From an optimization exercise on the open Yosys and OpenROAD flow, aimed at small area and a short achievable clock period; shortcuts taken in it are not production practice. In this exercise RTL edits were held to simulation tests only and were not proved equivalent to the original. Power figures rest on the tool's default switching activity, not on a simulated workload.

--- design/flow/config.mk ---
export PLATFORM = sky130hd
export DESIGN_NAME = mips_issue_ex
export DESIGN_NICKNAME = mips_issue_ex
export VERILOG_FILES = /design/flow/design.v
export SDC_FILE = /design/flow/constraint.sdc
export NUM_CORES = 4
export LEC_CHECK = 0
export CAP_MARGIN = 20
export CORE_MARGIN = 2
export CORE_UTILIZATION = 30
export PLACE_DENSITY = 0.5
export SLEW_MARGIN = 20
--- design/flow/constraint.sdc ---
create_clock -name core_clock -period 5.5 [get_ports {clk}]
set_input_delay 1.1000 -clock core_clock [delete_from_list [all_inputs] [get_ports {clk}]]
set_output_delay 1.1000 -clock core_clock [all_outputs]
set_load 0.01 [all_outputs]
--- design/flow/design.v ---
package mips_pkg;
    typedef logic [31:0] word_t;       
    typedef logic [4:0]  reg_addr_t;   
    typedef logic [5:0]  alu_op_t;     
    localparam logic [5:0] OPC_RTYPE = 6'h00;
    localparam logic [5:0] OPC_ADDI  = 6'h08;
    localparam logic [5:0] OPC_SLTI  = 6'h0a;
    localparam logic [5:0] OPC_ANDI  = 6'h0c;
    localparam logic [5:0] OPC_ORI   = 6'h0d;
    localparam logic [5:0] OPC_SW    = 6'h2b;
    localparam alu_op_t FN_ADD = 6'h20;
    localparam alu_op_t FN_SUB = 6'h22;
    localparam alu_op_t FN_AND = 6'h24;
    localparam alu_op_t FN_OR  = 6'h25;
    localparam alu_op_t FN_XOR = 6'h26;
    localparam alu_op_t FN_NOR = 6'h27;
    localparam alu_op_t FN_SLT = 6'h2a;
endpackage
`timescale 1ns/1ps
module mips_issue_ex
    (
        input  logic                clk,
        input  logic                reset,
        input  logic                instr_valid_i,
        input  mips_pkg::word_t     instr_i,
        input  logic                flush_i,
        output logic                result_valid_o,
        output mips_pkg::reg_addr_t result_dest_o,
        output mips_pkg::word_t     result_o,
        output logic                mem_wr_o,
        output mips_pkg::word_t     mem_addr_o,
        output mips_pkg::word_t     mem_wdata_o
    );
    logic [5:0]  opcode;
    logic [5:0]  funct;
    logic [4:0]  rs, rt, rd, dest;
    logic        is_r, r_ok, i_ok, is_sw, wr;
    logic        d_add, d_sub, d_and, d_or, d_xor, d_nor, d_slt;
    assign opcode = instr_i[31:26];
    assign funct  = instr_i[5:0];
    assign rs     = instr_i[25:21];
    assign rt     = instr_i[20:16];
    assign rd     = instr_i[15:11];
    assign is_r  = (opcode == mips_pkg::OPC_RTYPE);
    assign is_sw = (opcode == mips_pkg::OPC_SW);
    assign dest  = is_r ? rd : rt;
    always_comb
    begin
        d_add = 1'b0;
        d_sub = 1'b0;
        d_and = 1'b0;
        d_or  = 1'b0;
        d_xor = 1'b0;
        d_nor = 1'b0;
        d_slt = 1'b0;
        r_ok  = 1'b0;
        i_ok  = 1'b0;
        if (is_r)
        begin
            case (funct)
                mips_pkg::FN_ADD: begin d_add = 1'b1; r_ok = 1'b1; end
                mips_pkg::FN_SUB: begin d_sub = 1'b1; r_ok = 1'b1; end
                mips_pkg::FN_AND: begin d_and = 1'b1; r_ok = 1'b1; end
                mips_pkg::FN_OR:  begin d_or  = 1'b1; r_ok = 1'b1; end
                mips_pkg::FN_XOR: begin d_xor = 1'b1; r_ok = 1'b1; end
                mips_pkg::FN_NOR: begin d_nor = 1'b1; r_ok = 1'b1; end
                mips_pkg::FN_SLT: begin d_slt = 1'b1; r_ok = 1'b1; end
                default: ;
            endcase
        end
        else
        begin
            case (opcode)
                mips_pkg::OPC_ADDI: begin d_add = 1'b1; i_ok = 1'b1; end
                mips_pkg::OPC_SLTI: begin d_slt = 1'b1; i_ok = 1'b1; end
                mips_pkg::OPC_ANDI: begin d_and = 1'b1; i_ok = 1'b1; end
                mips_pkg::OPC_ORI:  begin d_or  = 1'b1; i_ok = 1'b1; end
                mips_pkg::OPC_SW:   d_add = 1'b1;
                default: ;
            endcase
        end
    end
    assign wr = (r_ok || i_ok) && (dest != '0);   
    mips_pkg::word_t rf [1:31];   
    mips_pkg::word_t rf_wd;
    logic            res_we;
    assign res_we = result_valid_o;   
    assign rf_wd  = result_o & {32{~reset}};
    for (genvar i = 1; i < 32; i++)
    begin : g_rf
        always_ff @(posedge clk)
            if (reset || (res_we && (result_dest_o == i)))
                rf[i] <= rf_wd;
    end
    mips_pkg::word_t rd_a, rd_b, op_a_d, op_b_d;
    logic            wt_a, wt_b;
    always_comb
    begin
        rd_a = '0;
        rd_b = '0;
        for (int i = 1; i < 32; i++)
        begin
            rd_a = rd_a | (rf[i] & {32{rs == i}});
            rd_b = rd_b | (rf[i] & {32{rt == i}});
        end
    end
    assign wt_a   = res_we && (result_dest_o == rs);
    assign wt_b   = res_we && (result_dest_o == rt);
    assign op_a_d = wt_a ? result_o : rd_a;
    assign op_b_d = wt_b ? result_o : rd_b;
    logic                ex_we, ex_st;
    logic                ex_fwd_a, ex_fwd_b, ex_imm;
    logic                ex_add, ex_sub, ex_and, ex_or, ex_xor, ex_nor, ex_slt;
    mips_pkg::reg_addr_t ex_dest;
    mips_pkg::word_t     ex_a, ex_b;
    logic [15:0]         ex_simm;
    logic                accept;
    assign accept = instr_valid_i && !flush_i;
    always_ff @(posedge clk or posedge reset)
    begin
        if (reset)
        begin
            ex_we <= 1'b0;
            ex_st <= 1'b0;
        end
        else
        begin
            ex_we <= accept && wr;
            ex_st <= accept && is_sw;
        end
    end
    always_ff @(posedge clk)
    begin
        ex_fwd_a <= ex_we && (ex_dest == rs);
        ex_fwd_b <= ex_we && (ex_dest == rt);
        ex_imm   <= !is_r;
        ex_add   <= d_add;
        ex_sub   <= d_sub;
        ex_and   <= d_and;
        ex_or    <= d_or;
        ex_xor   <= d_xor;
        ex_nor   <= d_nor;
        ex_slt   <= d_slt;
        ex_dest  <= dest;
        ex_a     <= op_a_d;
        ex_b     <= op_b_d;
        ex_simm  <= instr_i[15:0];
    end
    mips_pkg::word_t op_a, op_rt, op_b, sum, logic_r, alu;
    logic            inv_b, lt;
    assign op_a  = ex_fwd_a ? result_o : ex_a;
    assign op_rt = ex_fwd_b ? result_o : ex_b;   
    assign op_b  = ex_imm ? {{16{ex_simm[15]}}, ex_simm} : op_rt;
    assign inv_b = ex_sub || ex_slt;
    assign sum   = op_a + (op_b ^ {32{inv_b}}) + {31'b0, inv_b};
    assign lt    = (op_a[31] ^ op_b[31]) ? op_a[31] : sum[31];
    assign logic_r = ({32{ex_and}} & (op_a & op_b))
                   | ({32{ex_or}}  & (op_a | op_b))
                   | ({32{ex_xor}} & (op_a ^ op_b))
                   | ({32{ex_nor}} & ~(op_a | op_b));
    assign alu = logic_r
               | ({32{ex_add || ex_sub}} & sum)
               | {31'b0, ex_slt && lt};
    always_ff @(posedge clk or posedge reset)
    begin
        if (reset)
        begin
            result_valid_o <= 1'b0;
            mem_wr_o       <= 1'b0;
        end
        else
        begin
            result_valid_o <= ex_we;
            mem_wr_o       <= ex_st;
        end
    end
    always_ff @(posedge clk)
    begin
        result_dest_o <= ex_dest;
        result_o      <= alu;
        mem_wdata_o   <= op_rt;
    end
    assign mem_addr_o = result_o;   
endmodule
--- design/flow/run.sh ---
#!/bin/bash
# synth_recipe.tcl (not shown) runs the flow's synth.tcl, then flattens the netlist and writes it again
# the make line also repeats each setting of config.mk as NAME=value (left out here)
make -C /OpenROAD-flow-scripts/flow DESIGN_CONFIG=/design/flow/config.mk WORK_HOME=/design/flow/orfs CLKGATE_MAP_FILE= SYNTH_SCRIPT=/design/flow/synth_recipe.tcl finish
==> impl_results.md, run 1 <==
- Status: timing/DRC/antenna clean
- TritonRoute pass-1 iters: 13
- GP Congestion: 1.00
- Crit Path Category: reg -> reg
- Critical path capture point type: flip-flop
- DRC: 0
- Clk network pwr share: 41.0%
- Clk root buf: clkbuf_16
- Antenna violations before repair: 15
- CP Data Required Time: 6220 ps
- Part of the power in registers: 49.1%
- DIE WIDTH: 415 um
- Slew headroom: 14.3%
- Die H: 415 um
- Internal power: 15.7 mW
- Via count: 42600
- Period utilisation layout: 79.6%
- Clk buf depth: 3
- Hold-fix buffers at CTS: 0
- Peak supply drop: 0.000263 V
- Synth Flop Type: edfxtp_1
- Vias in the first global route: 39800
- CTS HTree Levels: 3
- Tmin final: 4380 ps
- Core Rows: 150
- Reg2reg setup slack: 1120 ps
- Setup TNS: 0 ps
- Switching power: 5.63 mW
- Total of max-cap violations: 0
- Drt total wl: 265000 um
- Global-route wire length before repair: 353000 um
- Worst Setup Start Kind: flip-flop
- Seq/Total Area, Yosys: 65.4%
- Final setup fails: 0
- Max Clock Freq: 229 MHz
- Dpl cells: 5983
- Post-DRT Antenna Nets: 0
- Worst Setup SP: ex_fwd_b
- Largest net degree at the start of global routing: 37
- Starting Density: 30.3%
- Overall Global Routing Usage: 29.7%
- Residual overflow from global routing: 0
- Syn. warnings: 2
- Layout cells sized above 1: 16.4%
- Via-to-Cell Ratio: 6.84
- Hpwl dp: 161000 um
- CTS tree: built
- # IOs: 139
- Fillers: 15900
- HP Class: reg -> reg
- Worst r2r src: ex_fwd_b
- Most frequent cells in the layout: edfxtp_1 (992), a22oi_1 (427), a221oi_1 (265)
- Top-area cell type share of the netlist area: 58.8%
- Non-filler instance count after layout: 6224
- Cts bufs inserted: 120
- Gate power share: 9.9%
- Async set-reset flop share out of synthesis: 0.345%
- Maximum fanout along the worst path: 10
- Syn_nets: 3800
- Final Skew: 49.7 ps
- Routed len/inst: 42.6 um
- RSZ-0062 raised after global routing: no
- Fin nets: 4036
- Post-CTS resize count: 0
- First DRT Iteration DRCs: 9937
- Yosys reg bits: 1160
- Clock transition at path regs: 60 ps
- Core box area: 167000 um^2
- Slew Viols, Final: 0
- Synth-to-Final Area Change: 20.2%
- Post-Synthesis Cells: 3669
- Yosys top cell by area: edfxtp_1
- Final Hold Fails: 0
- # clock sinks: 1160
- Synth top area cells: edfxtp_1 (59%), dfxtp_1 (6.5%), a22oi_1 (6.3%)
- Post-synth EDFFs: 992
- IO buf count: 138
- HP Start: ex_st
- Synthesized area: 50700 um^2
- Actual slew at the worst max-slew pin: 1280 ps
- Clk Latency, worst-skew pair: 790 ps
- Commonest non-fill, non-tap cell in the layout: edfxtp_1
- Pwr Density: 350 nW/um^2
- CP Data Arrival Time: 5100 ps
- Post-CTS setup buffers: 0
- P_leak: 21.4 nW
- Syn_area_per_cell: 13.8 um^2
- Die outline area: 172000 um^2
- Yosys cell types: 73
- Hold_ws: 350 ps
- Sw frac: 26.4%
[critical path, stage by stage, from the launching register on]
cell and delay, ps:
dfxtp_2 470, buf_4 240, mux2_2 380, mux2i_1 350
xor2_1 140, ha_1 460, a21oi_1 100, o21ai_0 770
a21o_1 280, a21oi_1 140, a21oi_4 240, a31oi_1 190
or4_1 460, nand3_1 100
[worst paths after layout]
check                                 end  cells past startpoint
setup / recovery             result_o[27]                     13
hold / removal                   mem_wr_o                      0
setup reg to reg             result_o[27]                     13
hold reg to reg                  mem_wr_o                      0
max in group asynchronous           ex_we                      2
min in group asynchronous  result_valid_o                      2
[metal layers]
| metal | wire [um] | global-route usage, % | vias to the layer above |
|---|---|---|---|
| li1 | - | - | 15700 |
| met4 | 19600 | 16.9 | 4 |
| met3 | 42000 | 11.9 | 1293 |
| met5 | 16 | 0.111 | - |
| met2 | 109000 | 43.1 | 4657 |
| met1 | 94300 | 37.2 | 20900 |
[registers in the layout (all words and copies together), names as in the netlist, 5 cells and up]
signal / cells
rf: 992
ex_a: 32
ex_b: 32
mem_wdata_o: 32
result_o: 32
ex_simm: 16
ex_dest: 5
result_dest_o: 5
[cell type report]
cell class                 count  area, um^2  area share (%)
multi-input combinational   2140       16900            27.7
inverter                      78         294           0.483
sequential                  1160       33200            54.4
clock buffer                 146        3140            5.16
timing repair buffer         405        3690            6.06
antenna                        9        22.5          0.0370
clock inverter                82        1000            1.65
tap                         2204        2760            4.53
[through the flow]
| step | instance area, um^2 | power (mW) | setup WS [ps] | utilization, % |
|---|---|---|---|---|
| finish | 60900 | 21.3 | 1120 | 36.4 |
| global route | 60900 | 21.7 | 979 | 36.4 |
| CTS | 60800 | 21.2 | 1090 | 36.3 |
| detailed placement | 56600 | 12.6 | 1050 | 33.8 |
| global placement | 56600 | 12.6 | 1050 | 33.8 |
| floorplan | 50700 | 11.4 | 749 | - |
[power groups by stage]
stage	Combinational [mW]	Clock, mW	Sequential [mW]
floorplan	0.995	0	10.4
global placement	2.00	0	10.6
detailed placement	2.01	0	10.6
CTS	2.02	8.72	10.4
global route	2.17	9.06	10.5
finish	2.10	8.74	10.5
[Yosys cell counts, drive strengths merged (59+ instances only)]
library cell and number:
edfxtp 992, a22oi 427, a221oi 266, a22o 237
clkbuf 212, dfxtp 164, nor2 158, nand4 143
a21oi 96, ha 94, nor3 82, buf 79
inv 76, nand3 76, nand2 70, a222oi 64
o21ai 61, mux2 59
[logic make-up after synthesis]
family                   Yosys count  synth area share, %
multiplexers                     114                 2.41
adder cells (fa/ha/maj)           95                 2.36
AND/OR/NAND/NOR                  629                 6.33
flip-flops                      1160                 65.4
AO/OA/AOI/OAI                   1228                 19.1
buffers and inverters            369                 3.03
XOR/XNOR                          74                 1.28
==> inputs of run 2 (changes only) <==
--- a/design/flow/design.v
+++ b/design/flow/design.v
@@ -93,6 +93,5 @@
                 rf[i] <= rf_wd;
     end
-    mips_pkg::word_t rd_a, rd_b, op_a_d, op_b_d;
-    logic            wt_a, wt_b;
+    mips_pkg::word_t rd_a, rd_b;
     always_comb
     begin
@@ -105,10 +104,5 @@
         end
     end
-    assign wt_a   = res_we && (result_dest_o == rs);
-    assign wt_b   = res_we && (result_dest_o == rt);
-    assign op_a_d = wt_a ? result_o : rd_a;
-    assign op_b_d = wt_b ? result_o : rd_b;
     logic                ex_we, ex_st;
-    logic                ex_fwd_a, ex_fwd_b, ex_imm;
     logic                ex_add, ex_sub, ex_and, ex_or, ex_xor, ex_nor, ex_slt;
     mips_pkg::reg_addr_t ex_dest;
@@ -116,5 +110,13 @@
     logic [15:0]         ex_simm;
     logic                accept;
+    logic                fa1, fa2, fb1, fb2;
+    logic                sa_res, sa_prev, sa_reg;
+    logic                st_res, st_prev, st_reg;
+    logic                sb_res, sb_prev, sb_reg, sb_imm;
     assign accept = instr_valid_i && !flush_i;
+    assign fa1 = ex_we && (ex_dest == rs);
+    assign fb1 = ex_we && (ex_dest == rt);
+    assign fa2 = !fa1 && res_we && (result_dest_o == rs);
+    assign fb2 = !fb1 && res_we && (result_dest_o == rt);
     always_ff @(posedge clk or posedge reset)
     begin
@@ -132,24 +134,40 @@
     always_ff @(posedge clk)
     begin
-        ex_fwd_a <= ex_we && (ex_dest == rs);
-        ex_fwd_b <= ex_we && (ex_dest == rt);
-        ex_imm   <= !is_r;
-        ex_add   <= d_add;
-        ex_sub   <= d_sub;
-        ex_and   <= d_and;
-        ex_or    <= d_or;
-        ex_xor   <= d_xor;
-        ex_nor   <= d_nor;
-        ex_slt   <= d_slt;
-        ex_dest  <= dest;
-        ex_a     <= op_a_d;
-        ex_b     <= op_b_d;
-        ex_simm  <= instr_i[15:0];
-    end
-    mips_pkg::word_t op_a, op_rt, op_b, sum, logic_r, alu;
+        sa_res  <= fa1;
+        sa_prev <= fa2;
+        sa_reg  <= !fa1 && !fa2;
+        st_res  <= fb1;
+        st_prev <= fb2;
+        st_reg  <= !fb1 && !fb2;
+        sb_res  <= fb1 && is_r;
+        sb_prev <= fb2 && is_r;
+        sb_reg  <= !fb1 && !fb2 && is_r;
+        sb_imm  <= !is_r;
+        ex_add  <= d_add;
+        ex_sub  <= d_sub;
+        ex_and  <= d_and;
+        ex_or   <= d_or;
+        ex_xor  <= d_xor;
+        ex_nor  <= d_nor;
+        ex_slt  <= d_slt;
+        ex_dest <= dest;
+        ex_a    <= rd_a;
+        ex_b    <= rd_b;
+        ex_simm <= instr_i[15:0];
+    end
+    mips_pkg::word_t prev_q;   
+    mips_pkg::word_t op_a, op_rt, op_b, sum, logic_r, alu, simm;
     logic            inv_b, lt;
-    assign op_a  = ex_fwd_a ? result_o : ex_a;
-    assign op_rt = ex_fwd_b ? result_o : ex_b;   
-    assign op_b  = ex_imm ? {{16{ex_simm[15]}}, ex_simm} : op_rt;
+    assign simm  = {{16{ex_simm[15]}}, ex_simm};
+    assign op_a  = ({32{sa_res}}  & result_o)
+                 | ({32{sa_prev}} & prev_q)
+                 | ({32{sa_reg}}  & ex_a);
+    assign op_rt = ({32{st_res}}  & result_o)
+                 | ({32{st_prev}} & prev_q)
+                 | ({32{st_reg}}  & ex_b);   
+    assign op_b  = ({32{sb_res}}  & result_o)
+                 | ({32{sb_prev}} & prev_q)
+                 | ({32{sb_reg}}  & ex_b)
+                 | ({32{sb_imm}}  & simm);
     assign inv_b = ex_sub || ex_slt;
     assign sum   = op_a + (op_b ^ {32{inv_b}}) + {31'b0, inv_b};
@@ -179,4 +197,5 @@
         result_dest_o <= ex_dest;
         result_o      <= alu;
+        prev_q        <= result_o;
         mem_wdata_o   <= op_rt;
     end
--- a/design/flow/config.mk
+++ b/design/flow/config.mk
@@ -8,5 +8,7 @@
 export CAP_MARGIN = 20
 export CORE_MARGIN = 2
-export CORE_UTILIZATION = 30
-export PLACE_DENSITY = 0.5
+export CORE_UTILIZATION = 55
+export CTS_BUF_LIST = sky130_fd_sc_hd__clkbuf_8
+export PLACE_DENSITY = 0.7
+export SETUP_SLACK_MARGIN = 2.8
 export SLEW_MARGIN = 20
==> run 2 against run 1 <==
Net effect:
- still clean
- critical path depth did not move
- final area increased by 3.0%
- worst setup slack better by 910 ps
- clock-buffer cell count increased by 58
- fmax is 26% higher
- final cell count fell by 10%
- synthesized cell count grew 0.65%
- wire length fell by 9.0%
- critical path type unchanged
- largest cell class unchanged
- largest power group unchanged
==> impl_results.md, run 2 <==
- Status: timing/DRC/antenna clean
- Peak supply drop: 0.000349 V (+32%)
- Cts bufs inserted: 186 (+55%)
- Slew Viols, Final: 0 (unchanged)
- Setup TNS: 0 ps (unchanged)
- Switching power: 5.66 mW (+0.64%)
- Layout cells sized above 1: 25.4% (+9.0 points)
- Fin nets: 4314 (+6.9%)
- Max FFs per register: 992 (unchanged)
- Core Rows: 111 (-26%)
- Worst Setup Start Kind: flip-flop
- Overall Global Routing Usage: 49.2% (+20 points)
- Part of the power in registers: 51.3% (+2.2 points)
- Hpwl dp: 133000 um (-17%)
- CP Data Required Time: 6240 ps (+20 ps)
- Sw frac: 26.9% (+0.46 points)
- IO buf count: 138 (unchanged)
- Hold-fix buffers at CTS: 0 (unchanged)
- Die H: 309 um (-26%)
- Count leader, synth: edfxtp_1
- Worst path cell trace: a222oi_1 > a21bo_2 > and2_4 > fa_2 > a211oi_2 > o21bai_1 > a21oi_2 > o41ai_4 > buf_4 > a311o_1 > a21oi_2 > xor2_1 > o21ai_0
- Tmin final: 3470 ps (-906 ps)
- Post-synth EDFFs: 992 (unchanged)
- Syn_area_per_cell: 13.9 um^2 (+0.38%)
- Core box area: 91900 um^2 (-45%)
- Antenna violations before repair: 14 (-1)
- Final setup fails: 0 (unchanged)
- Worst r2r src: result_o[0]
- Global-route wire length before repair: 321000 um (-8.8%)
- Syn. warnings: 2 (unchanged)
- Commonest non-fill, non-tap cell in the layout: edfxtp_1
- Internal power: 15.4 mW (-1.7%)
- Buf/Inv on CP: 1 (unchanged)
- # clock sinks: 1199 (+3.4%)
- Synth top area cells: edfxtp_1 (58%), a22oi_1 (9.5%), dfxtp_1 (7.9%)
- Synthesized area: 51200 um^2 (+1.0%)
- Clk buf depth: 3 (unchanged)
- CP delay by family, top: compound AO/OA/AOI/OAI gates
- Synth-to-Final Area Change: 22.6%
- Worst Setup SP: result_o[0]
- DIE WIDTH: 309 um (-26%)
- Final Hold Fails: 0 (unchanged)
- Most flops, register: rf
- Actual slew at the worst max-slew pin: 1320 ps (+37.7 ps)
- Maximum fanout along the worst path: 3 (-7)
- Die outline area: 95600 um^2 (-45%)
- Pwr Density: 336 nW/um^2 (-4.0%)
- Yosys cell types: 63 (-14%)
- Routed len/inst: 43.1 um (+1.1%)
- # IOs: 139 (unchanged)
- Starting Density: 55.7% (+25 points)
- Vias in the first global route: 42000 (+5.4%)
- Critical path's slowest cell: a222oi_1
- Residual overflow from global routing: 0 (unchanged)
- Seq/Total Area, Yosys: 66.3% (+0.85 points)
- CP Data Arrival Time: 4220 ps (-880 ps)
- Final Util: 68.3% (+32 points)
- CTS HTree Levels: 4 (+1)
- P_leak: 23.7 nW (+11%)
- Clk network pwr share: 37.5% (-3.5 points)
- Max Clock Freq: 288 MHz (+26%)
- Slew headroom: 11.8% (-2.5 points)
- Area of the multi-input gates: 17400 um^2 (+3.5%)
- Synth Flop Type: edfxtp_1
- Drt total wl: 241000 um (-9.0%)
- TritonRoute pass-1 iters: 14 (+1)
- Yosys reg bits: 1199 (+3.4%)
- Total Power: 21.1 mW (-1.1%)
- Post-Synthesis Cells: 3693 (+0.65%)
- DRC: 0 (unchanged)
- Via-to-Cell Ratio: 8.15 (+19%)
- Clock transition at path regs: 70 ps (about the same)
- HP Class: in -> async
- RSZ-0062 raised after global routing: yes
- Post-DRT Antenna Nets: 0 (unchanged)
- Final Skew: 78.4 ps (+28.7 ps)
- Hold_ws: 205 ps (-145 ps)
- Crit Path Category: reg -> reg
- CTS tree: built
- Top-area cell type share of the netlist area: 58.2% (-0.60 points)
- Syn_nets: 3824 (+0.63%)
- CP max stage delay: 460 ps (-310 ps)
- Largest net degree at the start of global routing: 33 (-11%)
- Yosys top cell by area: edfxtp_1
- Async set-reset flop share out of synthesis: 0.334% (-0.011 points)
- Most frequent cells in the layout: edfxtp_1 (992), a22oi_1 (639), buf_4 (371)
- Critical path capture point type: flip-flop
- Via count: 45700 (+7.3%)
- Gate power share: 11.2% (+1.3 points)
- Total of max-cap violations: 0 (unchanged)
- Most frequent cell on the critical path: a21oi_2
- Fillers: 6314 (-60%)
- Register area: 34100 um^2 (+2.8%)
- Period utilisation layout: 63.1% (-16 points)
- Clk root buf: clkbuf_8
- Commonest cells in the netlist: edfxtp_1 (992), a22oi_1 (645), clkbuf_1 (240), dfxtp_1 (203), a221oi_1 (180)
- Clk Latency, worst-skew pair: 920 ps (+130 ps)
- GP Congestion: 1.00 (about the same)
- First DRT Iteration DRCs: 12600 (+27%)
==> run 2: cell count changes after synthesis, moves of 33 or more <==
cell / change
nand4_1: -39
a22oi_1: +218
nor3_1: -70
dfxtp_1: +39
nand3_1: +98
inv_1: +33
a222oi_1: +65
nor2_1: -65
or4_1: +44
a22o_1: -86
a221oi_1: -85
a21oi_1: -59
mux2i_1: -49
==> run 2: power groups by stage <==
| stage | Combinational [mW] | Clock [mW] | Sequential (mW) |
|---|---|---|---|
| 4_1_cts | 2.05 | 7.83 | 10.7 |
| 6_report | 2.36 | 7.90 | 10.8 |
| 3_5_place_dp | 1.79 | 0 | 11.0 |
| 5_1_grt | 2.39 | 8.24 | 10.8 |
| 2_1_floorplan | 0.987 | 0 | 10.7 |
| 3_3_place_gp | 1.77 | 0 | 11.0 |
==> run 2: timing repair <==
item	CTS	global route
resized for setup	361	182
cloned	2	1
endpoints found under the setup margin	718	389
pin swaps	84	71
setup buffers	220	43
==> run 2: kinds of logic (layout without fill, tap and decap cells) <==
logic type	count (synthesis)	in the layout	share of synthesized area, %
xor gates and xnor gates	76	76	1.30
muxes	38	38	0.823
and+or+nand+nor	624	626	6.50
adders and majority gates	95	95	2.34
AOI/OAI and AO/OA	1257	1257	19.5
DFF	1199	1199	66.3
other	0	17	0
buffers and inverters	404	1053	3.23
==> run 2: worst paths after layout <==
path | cells past startpoint | to | slack [ps]
max | 13 | result_o[24] | 2030
min | 2 | ex_st | 210
max reg2reg | 13 | result_o[24] | 2030
min reg2reg | 0 | mem_wr_o | 350
max in group asynchronous | 3 | result_valid_o | 4240
min in group core_clock | 0 | mem_wr_o | 350
==> run 2: final cells by class <==
type                    count  share of cell area [%]
diodes                     17                  0.0678
multi-input cells        2092                    27.8
flip-flops and latches   1199                    54.3
clock buffers             204                    4.47
clock inverters           145                    1.74
repair buffers            594                    8.47
well taps                1243                    2.48
inverters                 110                   0.662
==> run 2: per-stage QoR <==
step	area, um^2	worst slack (ps)	std cells
3_5_place_dp	55600	1030	4971
2_1_floorplan	51800	2190	3693
6_report	62800	2030	5604
5_1_grt	62800	1900	5590
4_1_cts	61900	2090	5542
3_3_place_gp	55500	1120	4970
==> run 2: layer usage <==
| layer | GRT usage, % | vias to the layer above | part of all wire [%] |
|---|---|---|---|
| met3 | 28.3 | 1919 | 20 |
| met1 | 58.1 | 21300 | 31 |
| met4 | 34.7 | 16 | 10 |
| met2 | 66.7 | 5987 | 39 |
| li1 | - | 16400 | - |
| met5 | 2.38 | - | 0.19 |

-- port drivers added, routing unchanged --
No port has a modelled driver above. Below, the same layouts with a new extraction and two added sets of constraints.
Step 1 assumes that a clkbuf_16 drives the clock port and a buf_2 every other input.
Step 2 also shifts input and output timing later by t, the mid clock arrival at the registers, as if the neighbouring blocks saw the same clock.
a / b / c = ideal / step 1 / step 2; a / b = the first two.
run	t, ns	setup WS [ns]	worst register clock-pin slew, ns
run 1	0.849	1.124 / 1.124 / 0.643	0.07 / 0.07
run 2	0.949	2.029 / 2.029 / 1.519	0.07 / 0.07
After both steps setup and hold are still met in every run listed. For run 2, which loses most, drivers alone change the setup slack by 0.000 ns; drivers and shift together by -0.510 ns.
